Background: an optimization exercise with open tools, aiming at small area, a short achievable clock period and few clock cycles. Do not read the settings as production practice.
In this exercise RTL edits were held to simulation tests only and were not proved equivalent to the original.
Power figures rest on the tool's default switching activity, not on a simulated workload.

--- flow/design.v ---
package rank_order_encoder_pkg;
  localparam int unsigned IMAGE_SIZE     = 256;
  localparam int unsigned PIXEL_BITS     = 8;
  localparam int unsigned AXI_DATA_WIDTH = 32;
  typedef logic [2:0] state_t;
  localparam state_t ST_LOAD   = 3'd0;
  localparam state_t ST_SCAN   = 3'd1;
  localparam state_t ST_REQ_HI = 3'd2;
  localparam state_t ST_REQ_LO = 3'd3;
  localparam state_t ST_FINISH = 3'd4;
endpackage
module rank_order_img_buf #(
  parameter int unsigned IMAGE_SIZE     = rank_order_encoder_pkg::IMAGE_SIZE,
  parameter int unsigned PIXEL_BITS     = rank_order_encoder_pkg::PIXEL_BITS,
  parameter int unsigned AXI_DATA_WIDTH = rank_order_encoder_pkg::AXI_DATA_WIDTH
) (
  input  logic                                                          clk,
  input  logic                                                          we,
  input  logic [$clog2(IMAGE_SIZE/(AXI_DATA_WIDTH/PIXEL_BITS))-1:0]     waddr,
  input  logic [AXI_DATA_WIDTH-1:0]                                     wdata,
  input  logic [$clog2(IMAGE_SIZE)-1:0]                                 raddr,
  output logic [PIXEL_BITS-1:0]                                         rdata
);
  localparam int unsigned PPW = AXI_DATA_WIDTH / PIXEL_BITS;
  localparam int unsigned SW  = $clog2(PPW);
  logic [PIXEL_BITS-1:0] mem [IMAGE_SIZE];
  always_ff @(posedge clk) begin
    if (we) begin
      for (int k = 0; k < int'(PPW); k++) begin
        mem[{waddr, SW'(k)}] <= wdata[k*PIXEL_BITS +: PIXEL_BITS];
      end
    end
  end
  always_comb begin
    rdata = mem[raddr];
  end
endmodule
module rank_order_encoder #(
  parameter int unsigned IMAGE_SIZE     = rank_order_encoder_pkg::IMAGE_SIZE,
  parameter int unsigned PIXEL_BITS     = rank_order_encoder_pkg::PIXEL_BITS,
  parameter int unsigned AXI_DATA_WIDTH = rank_order_encoder_pkg::AXI_DATA_WIDTH
) (
  input  logic                          CLK,
  input  logic                          RST_N,
  input  logic [AXI_DATA_WIDTH-1:0]     S_TDATA,
  input  logic                          S_TVALID,
  output logic                          S_TREADY,
  input  logic                          S_TLAST,
  input  logic [$clog2(IMAGE_SIZE)-1:0] EVT_LIMIT,
  output logic [$clog2(IMAGE_SIZE)-1:0] AEROUT_ADDR,
  output logic                          AEROUT_REQ,
  input  logic                          AEROUT_ACK,
  output logic                          BUSY,
  output logic                          DONE,
  output logic                          FRAME_ERR
);
  localparam int unsigned PPW   = AXI_DATA_WIDTH / PIXEL_BITS;
  localparam int unsigned WORDS = IMAGE_SIZE / PPW;
  localparam int unsigned AW    = $clog2(IMAGE_SIZE);
  localparam int unsigned WAW   = $clog2(WORDS);
  localparam logic [WAW-1:0]        LAST_WORD = WAW'(WORDS - 1);
  localparam logic [AW-1:0]         LAST_ADDR = AW'(IMAGE_SIZE - 1);
  localparam logic [PIXEL_BITS-1:0] LEVEL_ONE = PIXEL_BITS'(1);
  localparam logic [AW:0]           CNT_ONE   = (AW + 1)'(1);
  rank_order_encoder_pkg::state_t state_q, state_d;
  logic [WAW-1:0]        word_cnt_q, word_cnt_d;
  logic [PIXEL_BITS-1:0] max_q, max_d;
  logic [PIXEL_BITS-1:0] level_q, level_d;
  logic [AW-1:0]         addr_q, addr_d;
  logic [AW:0]           evt_cnt_q, evt_cnt_d;
  logic [AW-1:0]         limit_q, limit_d;
  logic [AW-1:0]         aer_addr_q, aer_addr_d;
  logic                  aer_req_q;
  logic                  frame_err_q, frame_err_d;
  logic                  xfer;
  logic [PIXEL_BITS-1:0] word_max;
  logic [PIXEL_BITS-1:0] new_max;
  logic [PIXEL_BITS-1:0] pix;
  logic [AW-1:0]         adv_addr;
  logic [PIXEL_BITS-1:0] adv_level;
  logic                  adv_done;
  logic [AW:0]           evt_next;
  assign xfer = S_TVALID && (state_q == rank_order_encoder_pkg::ST_LOAD);
  rank_order_img_buf #(
    .IMAGE_SIZE     (IMAGE_SIZE),
    .PIXEL_BITS     (PIXEL_BITS),
    .AXI_DATA_WIDTH (AXI_DATA_WIDTH)
  ) u_img_buf (
    .clk   (CLK),
    .we    (xfer),
    .waddr (word_cnt_q),
    .wdata (S_TDATA),
    .raddr (addr_q),
    .rdata (pix)
  );
  always_comb begin
    word_max = '0;
    for (int k = 0; k < int'(PPW); k++) begin
      if (S_TDATA[k*PIXEL_BITS +: PIXEL_BITS] > word_max) begin
        word_max = S_TDATA[k*PIXEL_BITS +: PIXEL_BITS];
      end
    end
    new_max = (word_max > max_q) ? word_max : max_q;
  end
  always_comb begin
    adv_addr  = addr_q + AW'(1);
    adv_level = level_q;
    adv_done  = 1'b0;
    if (addr_q == LAST_ADDR) begin
      adv_addr  = '0;
      adv_level = level_q - LEVEL_ONE;
      adv_done  = (level_q == LEVEL_ONE);
    end
    evt_next = evt_cnt_q + CNT_ONE;
  end
  always_comb begin
    state_d     = state_q;
    word_cnt_d  = word_cnt_q;
    max_d       = max_q;
    level_d     = level_q;
    addr_d      = addr_q;
    evt_cnt_d   = evt_cnt_q;
    limit_d     = limit_q;
    aer_addr_d  = aer_addr_q;
    frame_err_d = 1'b0;
    case (state_q)
      rank_order_encoder_pkg::ST_LOAD: begin
        if (xfer) begin
          if (S_TLAST && (word_cnt_q == LAST_WORD)) begin
            limit_d    = EVT_LIMIT;
            level_d    = new_max;
            addr_d     = '0;
            word_cnt_d = '0;
            max_d      = '0;
            state_d    = (new_max == '0) ? rank_order_encoder_pkg::ST_FINISH : rank_order_encoder_pkg::ST_SCAN;
          end else if (S_TLAST || (word_cnt_q == LAST_WORD)) begin
            frame_err_d = 1'b1;
            word_cnt_d  = '0;
            max_d       = '0;
          end else begin
            word_cnt_d = word_cnt_q + WAW'(1);
            max_d      = new_max;
          end
        end
      end
      rank_order_encoder_pkg::ST_SCAN: begin
        if (pix == level_q) begin
          aer_addr_d = addr_q;
          state_d    = rank_order_encoder_pkg::ST_REQ_HI;
        end else begin
          addr_d  = adv_addr;
          level_d = adv_level;
          if (adv_done) state_d = rank_order_encoder_pkg::ST_FINISH;
        end
      end
      rank_order_encoder_pkg::ST_REQ_HI: begin
        if (AEROUT_ACK) state_d = rank_order_encoder_pkg::ST_REQ_LO;
      end
      rank_order_encoder_pkg::ST_REQ_LO: begin
        if (!AEROUT_ACK) begin
          evt_cnt_d = evt_next;
          if ((limit_q != '0) && (evt_next == {1'b0, limit_q})) begin
            state_d = rank_order_encoder_pkg::ST_FINISH;
          end else begin
            addr_d  = adv_addr;
            level_d = adv_level;
            state_d = adv_done ? rank_order_encoder_pkg::ST_FINISH : rank_order_encoder_pkg::ST_SCAN;
          end
        end
      end
      rank_order_encoder_pkg::ST_FINISH: begin
        evt_cnt_d  = '0;
        word_cnt_d = '0;
        max_d      = '0;
        addr_d     = '0;
        level_d    = '0;
        state_d    = rank_order_encoder_pkg::ST_LOAD;
      end
      default: state_d = rank_order_encoder_pkg::ST_LOAD;
    endcase
  end
  always_ff @(posedge CLK) begin
    if (!RST_N) begin
      state_q     <= rank_order_encoder_pkg::ST_LOAD;
      word_cnt_q  <= '0;
      max_q       <= '0;
      level_q     <= '0;
      addr_q      <= '0;
      evt_cnt_q   <= '0;
      limit_q     <= '0;
      aer_addr_q  <= '0;
      aer_req_q   <= 1'b0;
      frame_err_q <= 1'b0;
    end else begin
      state_q     <= state_d;
      word_cnt_q  <= word_cnt_d;
      max_q       <= max_d;
      level_q     <= level_d;
      addr_q      <= addr_d;
      evt_cnt_q   <= evt_cnt_d;
      limit_q     <= limit_d;
      aer_addr_q  <= aer_addr_d;
      aer_req_q   <= (state_d == rank_order_encoder_pkg::ST_REQ_HI);
      frame_err_q <= frame_err_d;
    end
  end
  always_comb begin
    S_TREADY    = (state_q == rank_order_encoder_pkg::ST_LOAD);
    BUSY        = (state_q != rank_order_encoder_pkg::ST_LOAD);
    DONE        = (state_q == rank_order_encoder_pkg::ST_FINISH);
    AEROUT_REQ  = aer_req_q;
    AEROUT_ADDR = aer_addr_q;
    FRAME_ERR   = frame_err_q;
  end
endmodule
--- flow/run.sh ---
#!/bin/bash
# synth_recipe.tcl (not shown) runs the flow's synth.tcl, then flattens the netlist and writes it again
# the make line also repeats each setting of config.mk as NAME=value (left out here)
make -C /OpenROAD-flow-scripts/flow DESIGN_CONFIG=/design/flow/config.mk WORK_HOME=/design/flow/orfs CLKGATE_MAP_FILE= SYNTH_SCRIPT=/design/flow/synth_recipe.tcl finish
--- flow/config.mk ---
export PLATFORM = sky130hd
export DESIGN_NAME = rank_order_encoder
export DESIGN_NICKNAME = rank_order_encoder
export VERILOG_FILES = /design/flow/design.v
export SDC_FILE = /design/flow/constraint.sdc
export NUM_CORES = 4
export LEC_CHECK = 0
export CAP_MARGIN = 20
export CORE_MARGIN = 2
export CORE_UTILIZATION = 40
export SLEW_MARGIN = 20
--- flow/constraint.sdc ---
create_clock -name core_clock -period 9.0 [get_ports {CLK}]
set_input_delay 1.8000 -clock core_clock [delete_from_list [all_inputs] [get_ports {CLK}]]
set_output_delay 1.8000 -clock core_clock [all_outputs]
set_load 0.01 [all_outputs]
==> summary.txt <==
==> sequential cells by signal, summed over array words and instances, names as in the netlist, named ones only <==
name	count
aer_addr_q	8
word_cnt_q	6
aer_req_q	1
state_q	3
max_q	8
limit_q	8
frame_err_q	1
level_q	8
addr_q	8
evt_cnt_q	9
u_img_buf.mem	2048
==> worst max path at each step <==
stage	from	to	slack, ns	cells after the start
5_1_grt	S_TDATA[1]	state_q[0]$_SDFF_PN0_	0.30	39
3_5_place_dp	S_TDATA[1]	state_q[0]$_SDFF_PN0_	-0.15	39
2_1_floorplan	S_TDATA[1]	state_q[0]$_SDFF_PN0_	0.04	39
6_report	S_TDATA[1]	state_q[0]$_SDFF_PN0_	0.72	39
4_1_cts	S_TDATA[1]	state_q[0]$_SDFF_PN0_	0.76	39
3_3_place_gp	S_TDATA[1]	state_q[0]$_SDFF_PN0_	-0.1	39
==> cell families after synthesis <==
group | count (synthesis)
DFF | 2116
and+or+nand+nor | 558
xor gates and xnor gates | 22
adders and majority gates | 37
buffers and inverters | 275
muxes | 657
AOI/OAI and AO/OA | 472
==> per-stage QoR <==
stage | std cells | hold WS [ns] | area (um^2) | total power, mW | setup WS (ns)
6_report | 7387 | 0.4974 | 95710 | 20.08 | 0.7228
5_1_grt | 7382 | 0.5280 | 95700 | 20.65 | 0.3032
2_1_floorplan | 4137 | 0.4615 | 83930 | 11.34 | 0.03969
3_3_place_gp | 6972 | 0.4714 | 88510 | 11.84 | -0.09831
4_1_cts | 7357 | 0.4955 | 95120 | 20.20 | 0.7640
3_5_place_dp | 6975 | 0.4869 | 88570 | 11.85 | -0.1504
==> power breakdown <==
group | total, mW | leakage [nW] | internal, mW | switching [mW]
Combinational | 0.820 | 7.05 | 0.281 | 0.539
Sequential | 10.8 | 19.0 | 10.8 | 0.0103
Clock | 8.43 | 3.18 | 4.70 | 3.73
Total | 20.1 | 29.2 | 15.8 | 4.28
==> cell type report <==
class / count / area, um^2 / area share, %
inverters: 48 / 180.2 / 0.1882
clock inverters: 113 / 969.7 / 1.013
clock buffers: 269 / 5583 / 5.833
flip-flops and latches: 2116 / 62880 / 65.70
repair buffers: 285 / 2733 / 2.855
multi-input cells: 1746 / 19850 / 20.73
well taps: 2805 / 3510 / 3.667
diodes: 5 / 12.51 / 0.01307
==> cell usage in the layout, fill, tap and decap left out, types with 35 or more instances in the layout <==
cell type / instances
mux4_2: 472
a21oi_1: 79
nor2b_1: 36
inv_1: 47
clkbuf_1: 54
nor3_1: 36
nand2_1: 118
o21ai_0: 45
nand3_1: 50
a22oi_1: 101
ha_1: 37
clkinv_1: 54
clkbuf_16: 215
edfxtp_1: 2048
a211oi_1: 35
dfxtp_1: 62
buf_4: 223
mux2i_1: 148
nor2_4: 41
nor2_1: 101
==> synth_stat cells (38+ instances only) <==
| library cell | n |
|---|---|
| edfxtp_1 | 2048 |
| mux4_2 | 472 |
| nor2_1 | 167 |
| mux2i_1 | 148 |
| nand2_1 | 119 |
| a22oi_1 | 101 |
| a21oi_1 | 81 |
| clkbuf_1 | 70 |
| dfxtp_1 | 68 |
| buf_2 | 54 |
| buf_4 | 54 |
| nand3_1 | 50 |
| inv_1 | 48 |
| o21ai_0 | 46 |
| nor2b_1 | 41 |
| nor3_1 | 38 |
==> layer usage <==
layer	global-route usage [%]	vias up	routed length, um	part of all wire [%]
met4	7.164	0	7962	3.4
met1	30.43	23611	95730	41
met2	35.64	1924	113200	48
met3	3.735	369	18880	8.0
met5	0	-	0	0
li1	-	17814	-	-
==> worst min-delay path, cell delays in order (launching register included) <==
cell     delay, ns
dfxtp_1       0.33
mux2i_1       0.07
nor2_1        0.07
==> summary.txt <==
* Largest family of logic cells by synthesized area: multiplexers
* Commonest register cell after synthesis: edfxtp_1
* PortBufs at 57
* Crit path capture type: flip-flop
* DIE HEIGHT at 462.0 um
* Worst slew margin at 25.48%
* Register bit total from synthesis at 2,116
* Clock Path Buffers at 3
* Hold path startpoint: aer_addr_q[5]$_SDFFE_PN0P_
* Clock Sinks at 2,116
* Number of H-tree levels at 4
* Global-route wire length before repair at 332.0 mm
* Warnings, synthesis at 2
* Post-Synth Adder-Cell Area at 0.5518%
* R2R Path End: aer_addr_q[2]$_SDFFE_PN0P_
* Hold Path Sink: aer_addr_q[5]$_SDFFE_PN0P_
* R2r worst-path depth at 11
* Crit path max-delay family: compound AO/OA/AOI/OAI gates
* Worst Setup Start Kind: input port
* Initial antenna violation count at 17
* Final Wtd Congestion at 0.8823
* Clk Tree Root Cell: clkbuf_16
* Layout cells sized above 1 at 25.15%
* Number of synthesized flops with an enable pin at 2,048
* WP data required at 9.75 ns
* Core Region at 208,900 um^2
* Die width at 462.0 um
* Post-Syn Area at 83,900 um^2
* Final core occ at 45.81%
* LEAKAGE at 29.21 nW
* Post-synthesis compound-gate area fraction at 3.966%
* Final hold violation count at 0
* RSZ-0062 raised after global routing: no
* Largest net degree at the start of global routing at 95
* Worst-path maximum fanout at 7
* Routed len/inst at 31.92 um
* Final Slew Violations at 0
* Final net count at 4,491
* # resized after CTS at 0
* Final HPWL DP at 140.0 mm
* Critical Path AT at 9.03 ns
* Max stage delay on crit path at 0.51 ns
* Fmax at 120.8 MHz
* Multiplexer share of the synthesized area at 15.11%
* Row cnt at 168
* Asr flop ratio synth at 0%
* Vias per inst at 5.918
* Status: timing/DRC/antenna clean
* Worst slew pin tran at 1.106 ns
* Die ar. at 213,400 um^2
* Reg2reg setup slack at 3.06 ns
* Final worst path period share at 91.97%
* Syn nets at 4,219
* Post-CTS setup buffers at 0
* Buffers and inverters on the worst path at 5
* Top-area cell type share of the netlist area at 73.30%
* Final setup viols at 0
* Simple-Gate Fraction of Synth Area at 3.268%
* Power per Cell Area at 209.8 nW/um^2
* All-Layer GR Usage at 22.03%
* DR vias at 43,718
* Initial drt markers at 5,998
* Clock Skew at 0.04807 ns
* Peak VDD IR at 0.1973 mV
* Cells after synthesis at 4,137
* Syn Area/Cell at 20.28 um^2
* Filler cell count at 17,579
* Crit-path slowest cell: or3b_2
* Vias in the first global route at 43,621
* IO Pins at 58
* Synth area leader: edfxtp_1
* DR DRC count at 0
* Worst hold path depth at 2
* Crit path top cell by count: o21a_1
* Setup TNS at 0 ns
* Worst-path clk slew at 0.06 ns
* Max Cap Viol at 0
* Seq/Total Area, Yosys at 74.93%
* Area delta synth->final at 14.09%
* Clock latency at the later pin of the worst-skew pair at 0.86 ns
* WL final at 235.8 mm
* Area contributors post-synth: edfxtp_1 (73%), mux4_2 (13%), mux2i_1 (1.8%)
* Post-route ant nets at 0
* TritonCTS clock tree: built
* Hold_buf cts at 0
* Initial core utilization at 40.15%
* Grt ovf at 0
* CTS Buf Count at 212
* Tightest Hold Check Type: reg -> reg
* 1st-pass router iterations at 5
* Unique masters post-synth at 89
* Crit path kind: in -> reg
* XOR/XNOR share of the synthesized area at 0.2297%
* Fin crit period at 8.277 ns
Testbench counts, summed over its fixed seeds: cycles 2,010,546.

## separate check: timing with driven ports
How much do the figures lean on ideal ports? The routed layout below was timed once more, with nothing changed but the port constraints. Step 1: set_driving_cell puts a clkbuf_16 on CLK and a buf_2 on each other input, an assumption about the parent block. Step 2, shift: input delay + t, output delay - t, t = (earliest + latest rising clock arrival at the registers) / 2. This alone moves slack from input paths to output paths. Three values: ideal ports, drivers, drivers and shift; two values: the first two.
t, ns: 0.925
setup WS [ns]: 0.723 / 0.784 / -0.142
worst register clock-pin slew, ns: 0.07 / 0.07
Met with ideal ports but missed after step 2: setup timing in this run. The setup slack of this run moves by +0.061 ns with the drivers and by -0.865 ns with both steps.
